This is an optimization exercise on Yosys and OpenROAD, whose aim is a short achievable clock period and few clock cycles, not a production implementation.
In this exercise RTL edits were held to simulation tests only and were not proved equivalent to the original.
Power figures rest on the tool's default switching activity, not on a simulated workload.

## flow/config.mk

```make
export PLATFORM = sky130hd
export DESIGN_NAME = first_fit_heap_allocator
export DESIGN_NICKNAME = first_fit_heap_allocator
export VERILOG_FILES = /design/flow/design.v
export SDC_FILE = /design/flow/constraint.sdc
export NUM_CORES = 4
export LEC_CHECK = 0
export CAP_MARGIN = 20
export CORE_MARGIN = 2
export CORE_UTILIZATION = 50
export SETUP_SLACK_MARGIN = 4.0
export SLEW_MARGIN = 20
export SYNTH_HIERARCHICAL = 1
export TNS_END_PERCENT = 5
```

## flow/constraint.sdc

```tcl
create_clock -name core_clock -period 7.0 [get_ports {clock}]
set_input_delay 1.4000 -clock core_clock [delete_from_list [all_inputs] [get_ports {clock}]]
set_output_delay 1.4000 -clock core_clock [all_outputs]
set_load 0.01 [all_outputs]
```

## flow/design.v

```verilog
`default_nettype none
package ffha_pkg;
   localparam int DEFAULT_HEAP_WORDS       = 128;
   localparam int DEFAULT_INIT_BLOCK_WORDS = 10;
   localparam int INIT_SMALL_BLOCKS        = 5;
   localparam int WORD_BYTES               = 8;
   localparam int PAYLOAD_MAX              = 1023;
   localparam int MAX_HDR_POS              = (PAYLOAD_MAX - WORD_BYTES) / WORD_BYTES;
   localparam int OFFW    = 10;    
   localparam int NEED_W  = 8;     
   localparam int FLAG_W  = 3;     
   localparam logic [FLAG_W-1:0] TAKEN_FLAGS = 3'b001;
   typedef enum logic {
      OP_ALLOC,
      OP_RELEASE
   } opcode_type;
   typedef enum logic [1:0] {
      STATUS_OK,
      STATUS_NO_FIT,
      STATUS_MISALIGNED
   } status_type;
   typedef struct packed {
      opcode_type        opcode;
      logic [OFFW-1:0]   request_bytes;
      logic [OFFW-1:0]   release_offset;
   } req_type;
   typedef struct packed {
      logic [OFFW-1:0]   payload_offset;
      status_type        status;
   } rsp_type;
   typedef struct packed {
      logic split_enable;
   } csr_type;
   typedef struct packed {
      logic empty_hdr;
      logic fits;
      logic do_split;
      logic walk_done;
   } fit_flags_type;
endpackage
`default_nettype wire
`default_nettype none
module ffha_ram #(
   parameter int WIDTH = 8,
   parameter int DEPTH = 16
) (
   input  wire logic                     clock,
   input  wire logic                     we,
   input  wire logic [$clog2(DEPTH)-1:0] waddr,
   input  wire logic [WIDTH-1:0]         wdata,
   input  wire logic [$clog2(DEPTH)-1:0] raddr,
   output      logic [WIDTH-1:0]         rdata
);
   logic [WIDTH-1:0] mem_ff [0:DEPTH-1];
   logic [WIDTH-1:0] rdata_ff;
   always_ff @(posedge clock) begin
      if (we) begin
         mem_ff[waddr] <= wdata;
      end
      rdata_ff <= mem_ff[raddr];
   end
   assign rdata = rdata_ff;
endmodule
`default_nettype wire
`default_nettype none
module ffha_fit_unit #(
   parameter int HEAP_WORDS = ffha_pkg::DEFAULT_HEAP_WORDS
) (
   input  wire logic [$clog2(HEAP_WORDS)+3:0] hdr,
   input  wire logic [$clog2(HEAP_WORDS):0]   pos,
   input  wire logic [ffha_pkg::NEED_W-1:0]             need,
   input  wire logic                          split_en,
   output      logic [3:0]                    flags_o,
   output      logic [$clog2(HEAP_WORDS)-1:0] next_pos,
   output      logic [$clog2(HEAP_WORDS)+3:0] take_hdr,
   output      logic [$clog2(HEAP_WORDS)+3:0] rest_hdr,
   output      logic [$clog2(HEAP_WORDS)-1:0] rest_addr,
   output      logic [ffha_pkg::OFFW-1:0]               payload_off
);
   localparam int AW   = $clog2(HEAP_WORDS);
   localparam int PW   = AW + 1;
   localparam int HW   = PW + ffha_pkg::FLAG_W;
   localparam int CMPW = (PW > ffha_pkg::NEED_W) ? PW : ffha_pkg::NEED_W;
   localparam int SUMW = CMPW + 1;
   logic [PW-1:0]   size;
   logic [CMPW-1:0] size_c;
   logic [CMPW-1:0] need_c;
   logic [CMPW-1:0] rest_words;
   logic [SUMW-1:0] next_sum;
   logic [SUMW-1:0] rest_sum;
   logic            free;
   ffha_pkg::fit_flags_type   flags;
   assign flags_o = flags;
   always_comb begin
      size       = hdr[HW-1:ffha_pkg::FLAG_W];
      free       = (hdr[ffha_pkg::FLAG_W-1:0] == '0);
      size_c     = CMPW'(size);
      need_c     = CMPW'(need);
      rest_words = size_c - need_c;
      next_sum   = SUMW'(pos) + SUMW'(size);
      rest_sum   = SUMW'(pos) + SUMW'(need);
      flags.empty_hdr = (size == '0);
      flags.fits      = (size != '0) && free && (size_c >= need_c) &&
                        (32'(pos) <= ffha_pkg::MAX_HDR_POS);
      flags.do_split  = split_en && (size_c > need_c);
      flags.walk_done = (next_sum >= SUMW'(HEAP_WORDS));
      next_pos    = AW'(next_sum);
      take_hdr    = flags.do_split ? HW'({need, ffha_pkg::TAKEN_FLAGS}) : {size, ffha_pkg::TAKEN_FLAGS};
      rest_hdr    = HW'({rest_words, {ffha_pkg::FLAG_W{1'b0}}});
      rest_addr   = AW'(rest_sum);
      payload_off = ffha_pkg::OFFW'({pos + PW'(1), {ffha_pkg::FLAG_W{1'b0}}});
   end
endmodule
`default_nettype wire
`default_nettype none
module first_fit_heap_allocator #(
   parameter int HEAP_WORDS       = ffha_pkg::DEFAULT_HEAP_WORDS,
   parameter int INIT_BLOCK_WORDS = ffha_pkg::DEFAULT_INIT_BLOCK_WORDS
) (
   input  wire logic              clock,
   input  wire logic              reset,
   input  wire logic              req_valid,
   output      logic              req_ready,
   input  wire logic              req_opcode,
   input  wire logic [ffha_pkg::OFFW-1:0]   req_request_bytes,
   input  wire logic [ffha_pkg::OFFW-1:0]   req_release_offset,
   output      logic              rsp_valid,
   input  wire logic              rsp_ready,
   output      logic [ffha_pkg::OFFW-1:0]   rsp_payload_offset,
   output      logic [1:0]        rsp_status,
   input  wire logic              csr_valid,
   output      logic              csr_ready,
   input  wire logic              csr_split_enable
);
   localparam int N    = HEAP_WORDS;
   localparam int AW   = $clog2(HEAP_WORDS);
   localparam int SW   = AW;                      
   localparam int NW   = ffha_pkg::NEED_W;        
   localparam int OW   = ffha_pkg::OFFW;
   localparam int GW   = OW + 3;                  
   localparam int QD   = 6;                       
   localparam int CW   = 3;                       
   localparam int NC   = 4;                       
   localparam int GS   = N / NC;                  
   localparam int NSMALL_WORDS = ffha_pkg::INIT_SMALL_BLOCKS * INIT_BLOCK_WORDS;
   logic [SW-1:0] off_ff  [0:N-1];
   logic [SW-1:0] sz_ff   [0:N-1];
   logic [N-1:0]  free_ff;
   logic [N-1:0]  last_ff;
   logic [N-1:0]  bf_ff;
   logic [N-1:0]  lf_ff;
   logic          r1_vld_ff;
   logic          r1_rel_ff;         
   logic          r1_se_ff;          
   logic [NW-1:0] r1_need_ff  [0:NC-1];    
   logic [NW:0]   r1_n01_ff   [0:NC-1];    
   logic [AW-1:0] r1_ow_ff    [0:NC-1];    
   logic          r1_relok_ff [0:NC-1];    
   logic          r1_mis_ff;         
   logic          r2_vld_ff;
   logic          r2_rel_ff;
   logic          r2_se_ff;
   logic [NW-1:0] r2_need_ff   [0:NC-1];
   logic [NW-1:0] r2_needm1_ff [0:NC-1];
   logic [1:0]    r2_relst_ff;       
   logic [N-1:0]  r2_relmask_ff;     
   logic          r3_vld_ff;
   logic          r3_rel_ff;
   logic [1:0]    r3_relst_ff;
   logic          r3_found_ff;
   localparam int HG = 8;
   logic [N/HG-1:0] r3_hpart_ff [0:AW-1];
   logic          r4_vld_ff;
   logic [OW+1:0] r4_dat_ff;         
   logic          split_en_ff;
   logic [CW-1:0]    qn_ff;             
   logic [OW+1:0]    q_dat_ff [0:QD-1];
   logic [CW-1:0]    cnt_ff;            
   logic             rsp_valid_ff;
   logic             req_ready_ff;
   logic             heap_rst_ff;
   logic [N-1:0]  c1, c2, relmask_in;
   always_comb begin
      for (int j = 0; j < N; j++) begin
         c1[j] = (NW'(sz_ff[j]) >= r1_need_ff[j / GS]) &&
                 !(j == N - 1 && off_ff[j] == '0);
         c2[j] = ((NW+1)'(sz_ff[j]) >= r1_n01_ff[j / GS]) &&
                 !(j == N - 1 && NW'(off_ff[j]) == r2_need_ff[j / GS]);
         relmask_in[j] = r1_relok_ff[j / GS] &&
                         ((AW+1)'(off_ff[j]) == (AW+1)'(j + 1) - (AW+1)'(r1_ow_ff[j / GS]));
      end
   end
   logic          do_alloc;
   logic          do_rel;
   logic [N-1:0]  pre;       
   logic [N-1:0]  cand;      
   logic [N-1:0]  take;      
   logic [N-1:0]  spl;       
   logic [N-1:0]  lo;        
   logic [N-1:0]  rs_s;      
   logic [N-1:0]  hd;        
   logic          found;
   logic [SW-1:0] off_s [0:N-1];
   logic [SW-1:0] sz_s  [0:N-1];
   logic [N-1:0]  free_s, last_s, bf_s, lf_s;
   logic [N-1:0]  free_u, bf_u, lf_u;
   logic [SW-1:0] off_in [0:N-1];
   logic [SW-1:0] sz_in  [0:N-1];
   logic [N-1:0]  free_in, last_in, bf_in, lf_in;
   logic [N-1:0]  ks [0:AW];
   logic [N-1:0]  npre;      
   logic [N-1:0]  take_g;
   for (genvar j = 0; j < N; j++) begin : g_take
      ffha_and2 u_take (.a(cand[j]), .b(npre[j]), .y(take_g[j]));
   end
   for (genvar l = 0; l < AW; l++) begin : g_ks
      for (genvar j = 0; j < N; j++) begin : g_node
         if (j >= (1 << l)) begin : g_op
            if (l % 2 == 0) begin : g_nor
               ffha_nor2 u_g (.a(ks[l][j]), .b(ks[l][j - (1 << l)]), .y(ks[l+1][j]));
            end else begin : g_nand
               ffha_nand2 u_g (.a(ks[l][j]), .b(ks[l][j - (1 << l)]), .y(ks[l+1][j]));
            end
         end else begin : g_pass
            assign ks[l+1][j] = ~ks[l][j];
         end
      end
   end
   assign ks[0] = {lf_ff[N-2:0], 1'b0};
   always_comb begin
      do_alloc = r2_vld_ff && !r2_rel_ff;
      do_rel   = r2_vld_ff && r2_rel_ff;
      npre  = ks[AW];        
      pre   = ~npre;
      found = pre[N-1] | lf_ff[N-1];
      for (int j = 0; j < N; j++) begin
         cand[j] = do_alloc && bf_ff[j];
         take[j] = take_g[j];
         hd[j]   = (off_ff[j] == '0);
         spl[j]  = r2_se_ff && (NW'(sz_ff[j]) > r2_need_ff[j / GS]);
         lo[j]   = (NW'(off_ff[j]) < r2_need_ff[j / GS]);
         rs_s[j] = spl[j] && !lo[j];
         free_s[j] = rs_s[j];
         if (rs_s[j]) begin
            sz_s[j]   = sz_ff[j] - SW'(r2_need_ff[j / GS]);
            off_s[j]  = off_ff[j] - SW'(r2_need_ff[j / GS]);
            last_s[j] = last_ff[j];
         end else if (spl[j]) begin
            sz_s[j]   = SW'(r2_need_ff[j / GS]);
            off_s[j]  = off_ff[j];
            last_s[j] = (NW'(off_ff[j]) == r2_needm1_ff[j / GS]);
         end else begin
            sz_s[j]   = sz_ff[j];
            off_s[j]  = off_ff[j];
            last_s[j] = last_ff[j];
         end
         bf_s[j] = rs_s[j] && c2[j];
         lf_s[j] = bf_s[j] && last_s[j];
         free_u[j] = free_ff[j] || (do_rel && r2_relmask_ff[j]);
         bf_u[j]   = c1[j] && free_u[j];
         lf_u[j]   = bf_u[j] && last_ff[j];
         if (take[j]) begin
            off_in[j]  = off_s[j];
            sz_in[j]   = sz_s[j];
            free_in[j] = free_s[j];
            last_in[j] = last_s[j];
            bf_in[j]   = bf_s[j];
            lf_in[j]   = lf_s[j];
         end else begin
            off_in[j]  = off_ff[j];
            sz_in[j]   = sz_ff[j];
            free_in[j] = free_u[j];
            last_in[j] = last_ff[j];
            bf_in[j]   = bf_u[j];
            lf_in[j]   = lf_u[j];
         end
      end
   end
   logic [AW-1:0] hpos1;     
   logic          push;
   logic [OW+1:0] push_dat;
   logic          pop;
   always_comb begin
      for (int b = 0; b < AW; b++) hpos1[b] = |r3_hpart_ff[b];
      push = r4_vld_ff;
      if (r3_rel_ff) begin
         push_dat = {OW'(0), r3_relst_ff};
      end else if (r3_found_ff) begin
         push_dat = {hpos1, 3'b000, ffha_pkg::STATUS_OK};
      end else begin
         push_dat = {OW'(0), ffha_pkg::STATUS_NO_FIT};
      end
      pop = (qn_ff != '0) && rsp_ready;
   end
   assign req_ready          = req_ready_ff;
   assign csr_ready          = 1'b1;
   assign rsp_valid          = rsp_valid_ff;
   assign rsp_payload_offset = q_dat_ff[0][OW+1:2];
   assign rsp_status         = q_dat_ff[0][1:0];
   logic          acc;
   logic          room;
   logic [OW:0]   req_sum;
   logic [NW-1:0] req_need;
   logic [CW-1:0] cnt_in;
   logic [CW-1:0] qn_sh, qn_in;
   logic [OW+1:0] q_dat_in [0:QD-1];
   always_comb begin
      room   = (cnt_ff < CW'(QD));
      acc    = req_valid && room;
      req_sum  = (OW+1)'(req_request_bytes) + (OW+1)'(15);
      req_need = NW'(req_sum[OW:3]);
      cnt_in = cnt_ff + CW'(acc) - CW'(pop);
      qn_sh  = qn_ff - CW'(pop);
      qn_in  = qn_sh + CW'(push);
      for (int k = 0; k < QD; k++) begin
         q_dat_in[k] = (pop && k + 1 < QD) ? q_dat_ff[(k + 1) % QD] : q_dat_ff[k];
         if (push && qn_sh == CW'(k)) q_dat_in[k] = r4_dat_ff;
      end
   end
   always_ff @(posedge clock) begin
      heap_rst_ff <= reset;
      if (heap_rst_ff) begin
         for (int j = 0; j < N; j++) begin
            if (j < NSMALL_WORDS) begin
               off_ff[j]  <= SW'(j % INIT_BLOCK_WORDS);
               sz_ff[j]   <= SW'(INIT_BLOCK_WORDS);
               last_ff[j] <= (j % INIT_BLOCK_WORDS) == INIT_BLOCK_WORDS - 1;
            end else begin
               off_ff[j]  <= SW'(j - NSMALL_WORDS);
               sz_ff[j]   <= SW'(N - NSMALL_WORDS);
               last_ff[j] <= (j == N - 1);
            end
         end
         free_ff      <= '1;
      end else begin
         for (int j = 0; j < N; j++) begin
            off_ff[j] <= off_in[j];
            sz_ff[j]  <= sz_in[j];
         end
         free_ff <= free_in;
         last_ff <= last_in;
      end
      bf_ff <= bf_in;
      lf_ff <= lf_in;
      if (reset) begin
         r1_vld_ff    <= 1'b0;
         r2_vld_ff    <= 1'b0;
         r3_vld_ff    <= 1'b0;
         r4_vld_ff    <= 1'b0;
         split_en_ff  <= 1'b1;
         qn_ff        <= '0;
         rsp_valid_ff <= 1'b0;
         cnt_ff       <= '0;
         req_ready_ff <= 1'b1;
      end else begin
         if (csr_valid) split_en_ff <= csr_split_enable;
         r1_vld_ff <= acc;
         r2_vld_ff <= r1_vld_ff;
         r3_vld_ff <= r2_vld_ff;
         r4_vld_ff <= r3_vld_ff;
         qn_ff        <= qn_in;
         rsp_valid_ff <= (qn_in != '0);
         cnt_ff       <= cnt_in;
         req_ready_ff <= (cnt_in < CW'(QD));
      end
      r1_rel_ff   <= (req_opcode == ffha_pkg::OP_RELEASE);
      r1_se_ff    <= csr_valid ? csr_split_enable : split_en_ff;
      for (int k = 0; k < NC; k++) begin
         if ((k == 0) || (k == 1 && acc) || (k == 2 && req_valid) || (k == 3 && room)) begin
            r1_need_ff[k]  <= req_need;
            r1_n01_ff[k]   <= (NW+1)'(req_need) + (NW+1)'(r1_need_ff[k]);
            r1_ow_ff[k]    <= req_release_offset[OW-1:3];
            r1_relok_ff[k] <= (req_release_offset[2:0] == 3'd0) && (req_release_offset[OW-1:3] != '0);
         end
      end
      r1_mis_ff   <= (req_release_offset[2:0] != 3'd0);
      r2_rel_ff     <= r1_rel_ff;
      r2_se_ff      <= r1_se_ff;
      for (int k = 0; k < NC; k++) begin
         r2_need_ff[k]   <= r1_need_ff[k];
         r2_needm1_ff[k] <= r1_need_ff[k] - NW'(1);
      end
      r2_relst_ff   <= r1_mis_ff ? ffha_pkg::STATUS_MISALIGNED : ffha_pkg::STATUS_OK;
      r2_relmask_ff <= relmask_in;
      r3_rel_ff   <= r2_rel_ff;
      r3_relst_ff <= r2_relst_ff;
      r3_found_ff <= found;
      for (int b = 0; b < AW; b++) begin
         for (int g = 0; g < N / HG; g++) begin
            logic v;
            v = 1'b0;
            for (int j = g * HG; j < (g + 1) * HG && j < N - 1; j++) begin
               if (((j + 1) >> b) & 1) v = v | (take[j] & hd[j]);
            end
            r3_hpart_ff[b][g] <= v;
         end
      end
      r4_dat_ff   <= push_dat;
      for (int k = 0; k < QD; k++) q_dat_ff[k] <= q_dat_in[k];
   end
endmodule
`default_nettype wire
`default_nettype none
module ffha_nor2 (
   input  wire logic a,
   input  wire logic b,
   output      logic y
);
   assign y = ~(a | b);
endmodule
module ffha_and2 (
   input  wire logic a,
   input  wire logic b,
   output      logic y
);
   assign y = a & b;
endmodule
module ffha_nand2 (
   input  wire logic a,
   input  wire logic b,
   output      logic y
);
   assign y = ~(a & b);
endmodule
`default_nettype wire
```

## flow/run.sh

```bash
#!/bin/bash
# synth_recipe.tcl (not shown) runs the flow's synth.tcl, then flattens the netlist and writes it again
# the make line also repeats each setting of config.mk as NAME=value (left out here)
make -C /OpenROAD-flow-scripts/flow DESIGN_CONFIG=/design/flow/config.mk WORK_HOME=/design/flow/orfs CLKGATE_MAP_FILE= SYNTH_SCRIPT=/design/flow/synth_recipe.tcl finish
```

==> flow_summary.yaml, run 1 <==
sta:
  hold_viol: 0
  period_needed_ns: 3.455
  final_critical_path_share_of_the_clock_period: 0.4936
  max_freq_ghz: 0.2894
  finClkSkew_ns: 0.04339
  final_max_slew_viol_count: 0
  slew-limit-headroom: 0.1151
  setup_repair_after_global_routing_missed_its_margin: "yes"
  timing.final.setup_violations: 0
  setup_total_negative_slack_ns: 0
  worst_tran_pin_value_ns: 1.317
global_route:
  grt_pass1_vias: 220726
  grt_pass1_wl_mm: 1501
  total_overflow_reported_by_the_global_router: 0
  antenna_found_initial: 95
  overall_routing_resource_usage: 0.4006
  pin_count_of_the_biggest_net_entering_global_routing: 165
die:
  num_rows: 257
  initial_utilization: 0.5010
  chipWidth_microns: 704.0
  fp.coreArea_sq_um: 489100
  die_height_microns: 704.0
  dieArea_sq_um: 495600
  io_pins: 42
clocking:
  h-tree-depth: 5
  cts_root_buf: "clkbuf_16"
  cts_num_sinks: 2764
  tritoncts: "built"
  clockBufferDepth: 4
  insertion_delay_ns: 1.06
  tritoncts.num_buffers: 360
  path_clk_slew_ns: 0.06
routing:
  post-route-drc-count: 0
  drt_first_iter_violations: 24199
  postRouteWirelength_mm: 1048
  wire_per_inst_microns: 28.57
  detailroute.via_count: 239079
  number_of_iterations_in_the_first_detailed_routing_pass: 9
  drt.antenna.violating_nets: 0
  drt-vias-per-instance: 6.520
logic_synthesis:
  synth_sequential_area_ratio: 0.2311
  ys_dominant_reg_cell: "dfxtp_1"
  synthArstFlopShare: 0
  ys_types: 100
  synth.cell_area_sq_um: 245000
  synthesis.area_per_instance_sq_um: 8.265
  post_synth_inst_count: 29644
  ys.warnings.count: 39
  synth.ff_latch_count: 2764
  synth-edff-count: 129
setup_path:
  cpMaxStageDelayCell: "edfxtp_1"
  worstPathRequired_ns: 7.90
  cp_data_arrival_time_ns: 4.35
  r2r_setup_slack_ns: 3.54
  criticalPathCategory: "reg2reg"
  crit_buf_inv: 1
  critPathMostFrequentCell: "a21o_1"
  crit_chain: "buf_6 > ha_1 > nand2b_1 > a21o_1 > a21o_1 > a221oi_1 > o32ai_2 > and2_2"
  worstReg2RegEnd: "lf_ff[91]"
  critPathLaunchType: "register"
  critPathMaxFanout: 25
  worst_setup_path_end_kind: "register"
  cp_slowest_stage_delay_ns: 0.83
  critPathTopFamily: "compound AO/OA/AOI/OAI gates"
  r2r_start: "r1_need_ff[2][0]"
  reg2reg_depth: 8
run:
  maxcap_violations: 0
layout:
  filler_cells_inserted: 44894
  synthToLayoutAreaGrowth_pct: 12.61
  post_layout_utilization_of_the_core: 0.5641
  final_layout_size_suffix_gt1_frac: 0.1015
  final_design_area_no_fill_sq_um: 275900
  design.final.nets: 33835
worst_hold_path:
  hold_path_class: "reg2reg"
  timing.hold.worst.start: "r2_relst_ff[1]"
  worst_hold_path.endpoint: "r3_relst_ff[1]"
  hold-path-cell-count: 0
pwr:
  worst_ir_drop_vdd_v: 0.0002226
  cell_leakage_power_nw: 115.5
  power-per-cell-area_nw_per_um2: 208.7
placed_design:
  routabilityCongestion: 1.010
  placed_area_sq_um: 254700
  placement.io_buffers: 37
  estimated_wirelength_of_the_detail_placed_design_mm: 699.7
status:
  run_status: "finished clean"
[cell usage after synthesis, types with 490 or more instances]
| cell type | number | share of area |
|---|---|---|
| nand3_1 | 521 | 0.011 |
| nor3_1 | 672 | 0.014 |
| a21o_1 | 589 | 0.018 |
| nand2b_1 | 633 | 0.016 |
| dfxtp_1 | 2635 | 0.22 |
| o211ai_1 | 693 | 0.021 |
| a21oi_1 | 2141 | 0.044 |
| xnor2_1 | 1599 | 0.057 |
| inv_1 | 1223 | 0.019 |
| nor2b_1 | 522 | 0.013 |
| clkbuf_1 | 809 | 0.012 |
| xor2_1 | 909 | 0.032 |
| o21a_1 | 581 | 0.018 |
| a211oi_1 | 741 | 0.023 |
| nand4_1 | 490 | 0.013 |
| nand2_1 | 1961 | 0.030 |
| o21ai_0 | 1913 | 0.039 |
| nor2_1 | 2325 | 0.036 |
| ha_1 | 3717 | 0.19 |
[worst reg2reg max path, cell delays in order, from the launching register on]
cell and delay (ns):
edfxtp_1 0.83, buf_6 0.52, ha_1 0.46, nand2b_1 0.14
a21o_1 0.18, a21o_1 0.18, a221oi_1 0.48, o32ai_2 0.19
and2_2 0.32
[flip-flops by register name, indices dropped and copies added (netlist names), 4 cells and up]
name	flops
bf_ff	128
free_ff	128
last_ff	128
lf_ff	128
off_ff	896
q_dat_ff	54
r1_n01_ff	36
r1_need_ff	32
r1_ow_ff	28
r1_relok_ff	4
r2_need_ff	32
r2_needm1_ff	32
r2_relmask_ff	128
r3_hpart_ff	82
r4_dat_ff	9
sz_ff	896
[power breakdown]
part / switching, mW / total [mW] / leakage (nW) / internal [mW]
Combinational: 13.7 / 20.7 / 86.8 / 7.02
Sequential: 0.415 / 16.7 / 22.6 / 16.3
Clock: 8.32 / 20.2 / 6.12 / 11.9
[cells in the final DEF, fill, tap and decap left out, drive strengths merged, types with 882 or more instances in the layout]
master | synthesis | layout
ha | 3717 | 3717
dfxtp | 2635 | 2635
nor2 | 2326 | 2326
a21oi | 2156 | 2156
o21ai | 1969 | 1970
nand2 | 1961 | 1961
xnor2 | 1602 | 1603
inv | 1230 | 1221
xor2 | 915 | 915
buf | 320 | 882
[per-module statistics from Yosys, one instance, submodules excluded]
| module | times used | flops+latches | cell area [sq um] | cells inside |
|---|---|---|---|---|
| ffha_and2 | 128 | 0 | 6.256 | 1 |
| ffha_nand2 | 342 | 0 | 3.754 | 1 |
| ffha_nor2 | 427 | 0 | 3.754 | 1 |
| first_fit_heap_allocator | 1 | 2764 | 241300 | 28747 |
[stage by stage]
stage,hold WS [ns],std cells,total power [mW],worst slack (ns)
4_1_cts,0.3276,36439,56.72,3.635
6_report,0.3282,36668,57.59,3.545
2_1_floorplan,0.3096,29654,29.08,2.752
3_5_place_dp,0.3143,35580,36.26,1.343
3_3_place_gp,0.3134,35573,35.89,0.3797
5_1_grt,0.3427,36612,59.69,3.601
[kinds of logic after synthesis]
kind of cell	share of synthesized area
AND/OR/NAND/NOR	0.1782
flip-flops	0.2311
multiplexers	0.01601
AO/OA/AOI/OAI	0.2358
buffers and inverters	0.03742
other	0.00003065
adder cells (fa/ha/maj)	0.2111
XOR/XNOR	0.09025
[layer usage]
layer  wire length, microns  global-route usage  vias up
met5                    517                   0        -
met4                  82910              0.2658       74
li1                       -                   -   109847
met2                 432000              0.5949    11768
met1                 419800              0.5142   114148
met3                 112500             0.09869     3242
[worst max-delay path by stage]
stage                     startpoint                  to  cells after the start
finish              r1_need_ff[2][0]           lf_ff[91]                      8
global route                lf_ff[4]          lf_ff[122]                     12
CTS                   r1_ow_ff[3][1]  r2_relmask_ff[120]                      9
detailed placement          lf_ff[0]           lf_ff[61]                     12
global placement            lf_ff[0]           lf_ff[58]                     12
floorplan           r2_need_ff[0][1]           lf_ff[12]                     11
[layout make-up]
| class | count | area [sq um] | share of cell area |
|---|---|---|---|
| Multi-Input combinational cell | 24531 | 184700 | 0.6693 |
| Sequential cell | 2764 | 56870 | 0.2061 |
| Clock buffer | 519 | 10710 | 0.03883 |
| Timing Repair Buffer | 934 | 8713 | 0.03158 |
| Tap cell | 6475 | 8102 | 0.02936 |
| Inverter | 1238 | 4982 | 0.01806 |
| Clock inverter | 133 | 1662 | 0.006022 |
| Antenna cell | 73 | 182.7 | 0.0006621 |
| Timing Repair inverter | 1 | 11.26 | 0.00004081 |
[timing repair]
action,in CTS,in global routing
cloned,13,20
endpoints found under the hold margin,0,0
resized for setup,801,722
hold buffers,0,0
pin swaps,125,133
endpoints found under the setup margin,2596,2402
setup buffers,194,135
Testbench counts, summed over its fixed seeds: cycles 4,840.
==> run 2: changes to the inputs <==
==> flow/flow/run.sh (new file) <==
#!/bin/bash
# The standard layout, with the port buffers made of plain buffers
# (sky130_fd_sc_hd__buf_4) instead of the delay buffers buffer_ports picks by
# default; every input and output port still gets its own buffer.
# make's full output goes to make.log beside this run; ORFS keeps each step's
# log under orfs/logs/.
set -euo pipefail
export BUFFER_PORTS_ARGS="-buffer_cell sky130_fd_sc_hd__buf_4"
bash standard.sh finish > make.log 2>&1
==> flow/standard.sh (new file) <==
#!/bin/bash
# synth_recipe.tcl (not shown) runs the flow's synth.tcl, then flattens the netlist and writes it again
# the make line also repeats each setting of config.mk as NAME=value (left out here)
make -C /OpenROAD-flow-scripts/flow DESIGN_CONFIG=/design/flow/config.mk WORK_HOME=/design/flow/orfs CLKGATE_MAP_FILE= SYNTH_SCRIPT=/design/flow/synth_recipe.tcl "${@:-finish}"
removed: flow/run.sh
==> flow_summary.yaml, run 2 <==
clocking:
  cts_root_buf: "clkbuf_16"
  insertion_delay_ns: 1.07
  tritoncts.num_buffers: 358
  cts_num_sinks: 2764
  cts-hold-fix-buffers: 0
  path_clk_slew_ns: 0.06
  clockBufferDepth: 4
  tritoncts: "built"
  h-tree-depth: 5
logic_synthesis:
  post_synth_inst_count: 29644
  yosys.area.top_type_share: 0.2153
  synth_sequential_area_ratio: 0.2311
  synth.ff_latch_count: 2764
  synth.cell_area_sq_um: 245000
  synthArstFlopShare: 0
  ys.warnings.count: 39
  synthesis.area_per_instance_sq_um: 8.265
  ys_types: 100
  ys_dominant_reg_cell: "dfxtp_1"
  post_synth_main_area_contributors: "dfxtp_1, ha_1, xnor2_1"
  synth_area_leader_cell: "dfxtp_1"
  synthTopCellsByCount: "ha_1, dfxtp_1, nor2_1, a21oi_1, nand2_1"
  yosysMostFrequentCell: "ha_1"
  synth-edff-count: 129
sta:
  setup_repair_after_global_routing_missed_its_margin: "yes"
  worst_tran_pin_value_ns: 1.276
  slew-limit-headroom: 0.1415
  final_max_slew_viol_count: 0
  post-route-worst-setup-slack_ns: 3.367
  max_freq_ghz: 0.2753
  hold_viol: 0
  timing.final.setup_violations: 0
  holdWs_ns: 0.3270
  setup_total_negative_slack_ns: 0
  final_critical_path_share_of_the_clock_period: 0.5189
  period_needed_ns: 3.633
  finClkSkew_ns: 0.07926
layout:
  layout.cells.most_common_list: "ha_1, dfxtp_1, nor2_1"
  final_cells: 36717
  final_design_area_no_fill_sq_um: 275200
  area.sequential_sq_um: 56800
  design.final.nets: 33852
  layout_commonest_cell: "ha_1"
  post_layout_utilization_of_the_core: 0.5626
  filler_cells_inserted: 44941
  synthToLayoutAreaGrowth_pct: 12.31
  multi_input_area_sq_um: 183500
  final_layout_size_suffix_gt1_frac: 0.09594
  largestRegisters: "off_ff: 896 flops, sz_ff: 896 flops"
global_route:
  total_overflow_reported_by_the_global_router: 0
  pin_count_of_the_biggest_net_entering_global_routing: 176
  overall_routing_resource_usage: 0.4035
  antenna_found_initial: 138
  grt_pass1_wl_mm: 1511
  grt_pass1_vias: 220608
setup_path:
  r2r_start: "r1_ow_ff[0][4]"
  reg2reg_depth: 7
  criticalPathCategory: "reg2reg"
  cp_data_arrival_time_ns: 4.49
  worstReg2RegEnd: "r2_relmask_ff[19]"
  worstPathRequired_ns: 7.86
  critPathLaunchType: "register"
  r2r_setup_slack_ns: 3.37
  worst_setup_path_end_kind: "register"
  critPathMaxFanout: 10
routing:
  drt-vias-per-instance: 6.544
  drt.antenna.violating_nets: 0
  postRouteWirelength_mm: 1059
  wire_per_inst_microns: 28.84
  detailroute.via_count: 240275
  drt_first_iter_violations: 26692
  post-route-drc-count: 0
  number_of_iterations_in_the_first_detailed_routing_pass: 8
die:
  initial_utilization: 0.5010
  dieArea_sq_um: 495600
  io_pins: 42
  fp.coreArea_sq_um: 489100
  die_height_microns: 704.0
  num_rows: 257
  chipWidth_microns: 704.0
placed_design:
  placement.setup.worst_slack_ns: 1.203
  place_inst: 35570
  placed_area_sq_um: 254700
  placement.io_buffers: 37
  estimated_wirelength_of_the_detail_placed_design_mm: 712.4
  routabilityCongestion: 1.007
worst_hold_path:
  worst_hold_path.endpoint: "r2_relst_ff[1]"
  hold-path-cell-count: 0
  timing.hold.worst.start: "r1_mis_ff"
  hold_path_class: "reg2reg"
pwr:
  post-layout-total-power_mw: 57.72
  power-per-cell-area_nw_per_um2: 209.8
  worst_ir_drop_vdd_v: 0.0002761
  cell_leakage_power_nw: 115.4
run:
  maxcap_violations: 0
status:
  run_status: "finished clean"
## run 2: cell types whose count changed in the layout (fill, tap and decap cells not counted), sizes merged, moves of 4 or more
cell,before,now
clkdlybuf4s50,30,0
clkinvlp,30,42
bufinv,35,45
buf,882,934
clkinv,86,98
diode,73,98
clkdlybuf4s15,4,0
clkbuf,530,510
## run 2: cell type report
type | instances | area share
clock inverters | 160 | 0.007694
repair buffers | 948 | 0.03247
repair inverters | 5 | 0.0001728
inverters | 1238 | 0.01831
flip-flops and latches | 2764 | 0.2064
diodes | 98 | 0.0008912
clock buffers | 497 | 0.03756
well taps | 6475 | 0.02944
multi-input cells | 24532 | 0.6670
## run 2: cells by family after synthesis
logic type,after synthesis,share of synthesized area
AND/OR/NAND/NOR,8768,0.1782
AO/OA/AOI/OAI,8862,0.2358
other,2,0.00003065
flip-flops,2764,0.2311
adder cells (fa/ha/maj),3978,0.2111
XOR/XNOR,2517,0.09025
multiplexers,385,0.01601
buffers and inverters,2368,0.03742
## run 2: critical path, cell delays in order, from the launching register on
cell       delay (ns)
dfxtp_2          0.66
ha_1             0.97
nor2_1           0.14
xnor2_1          0.37
buf_4            0.32
xor2_1           0.16
a31oi_1          0.10
a2111oi_1        0.67
## run 2: per-module statistics from Yosys, one instance, submodules excluded
module                    cell area, sq um  cells inside  copies in the design
first_fit_heap_allocator            241300         28747                     1
ffha_and2                            6.256             1                   128
ffha_nand2                           3.754             1                   342
ffha_nor2                            3.754             1                   427
## run 2: worst max-delay path by stage
stage / from / to / slack [ns] / cells after the start
3_5_place_dp: lf_ff[0] / lf_ff[45] / 1.20 / 13
3_3_place_gp: lf_ff[5] / lf_ff[80] / 0.43 / 13
2_1_floorplan: r2_need_ff[0][1] / lf_ff[12] / 2.75 / 11
6_report: r1_ow_ff[0][4] / r2_relmask_ff[19] / 3.37 / 7
4_1_cts: r2_need_ff[0][0] / off_ff[11][5] / 3.52 / 9
5_1_grt: r1_ow_ff[2][5] / r2_relmask_ff[65] / 3.45 / 10
## run 2: per-layer routing
metal	global-route usage	vias to the layer above	routed length [microns]
met3	0.09413	3227	117700
li1	-	109892	-
met5	0	-	529
met2	0.6005	12556	437100
met1	0.5206	114518	420100
met4	0.2658	82	83700
## run 2: what timing repair did
| action | in CTS | in global routing |
|---|---|---|
| cloned | 11 | 20 |
| buffers inserted | 170 | 190 |
| pin swaps | 116 | 94 |
| endpoints found under the setup margin | 2587 | 2421 |
| gates resized for setup | 724 | 412 |
## run 2: where the power goes
part           switching, mW  internal [mW]  leakage [nW]
Clock                   8.35           11.9          6.15
Combinational           13.7           7.00          86.7
Sequential             0.454           16.3          22.6
Total                   22.5           35.2           115

==> port drivers added, routing unchanged <==
The flow's constraints put no driver on any port. The routed layouts listed below were extracted and timed again, unchanged, in two steps. Step 1: set_driving_cell puts a clkbuf_16 on clock and a buf_2 on each other input, an assumption about the parent block. Step 2 moves the port delays by t, midway between the first and last clock arrival at a register: inputs arrive t later, outputs are due t later. That takes back most of the time a late clock gives input paths. Three values: ideal, step 1, step 2; two values: the first two.
run	shift t [ns]	setup WS [ns]	hold WS [ns]	worst setup path at the end	worst register clock-pin slew, ns
run 1	1.153	3.545 / 3.545 / 2.736	0.328 / 0.328 / 0.328	input to register	0.07 / 0.07
run 2	1.150	3.367 / 3.367 / 2.676	0.327 / 0.327 / 0.327	input to register	0.07 / 0.07
After both steps setup and hold are still met in every run listed. For run 1, which loses most, drivers alone change the setup slack by 0.000 ns; drivers and shift together by -0.809 ns.
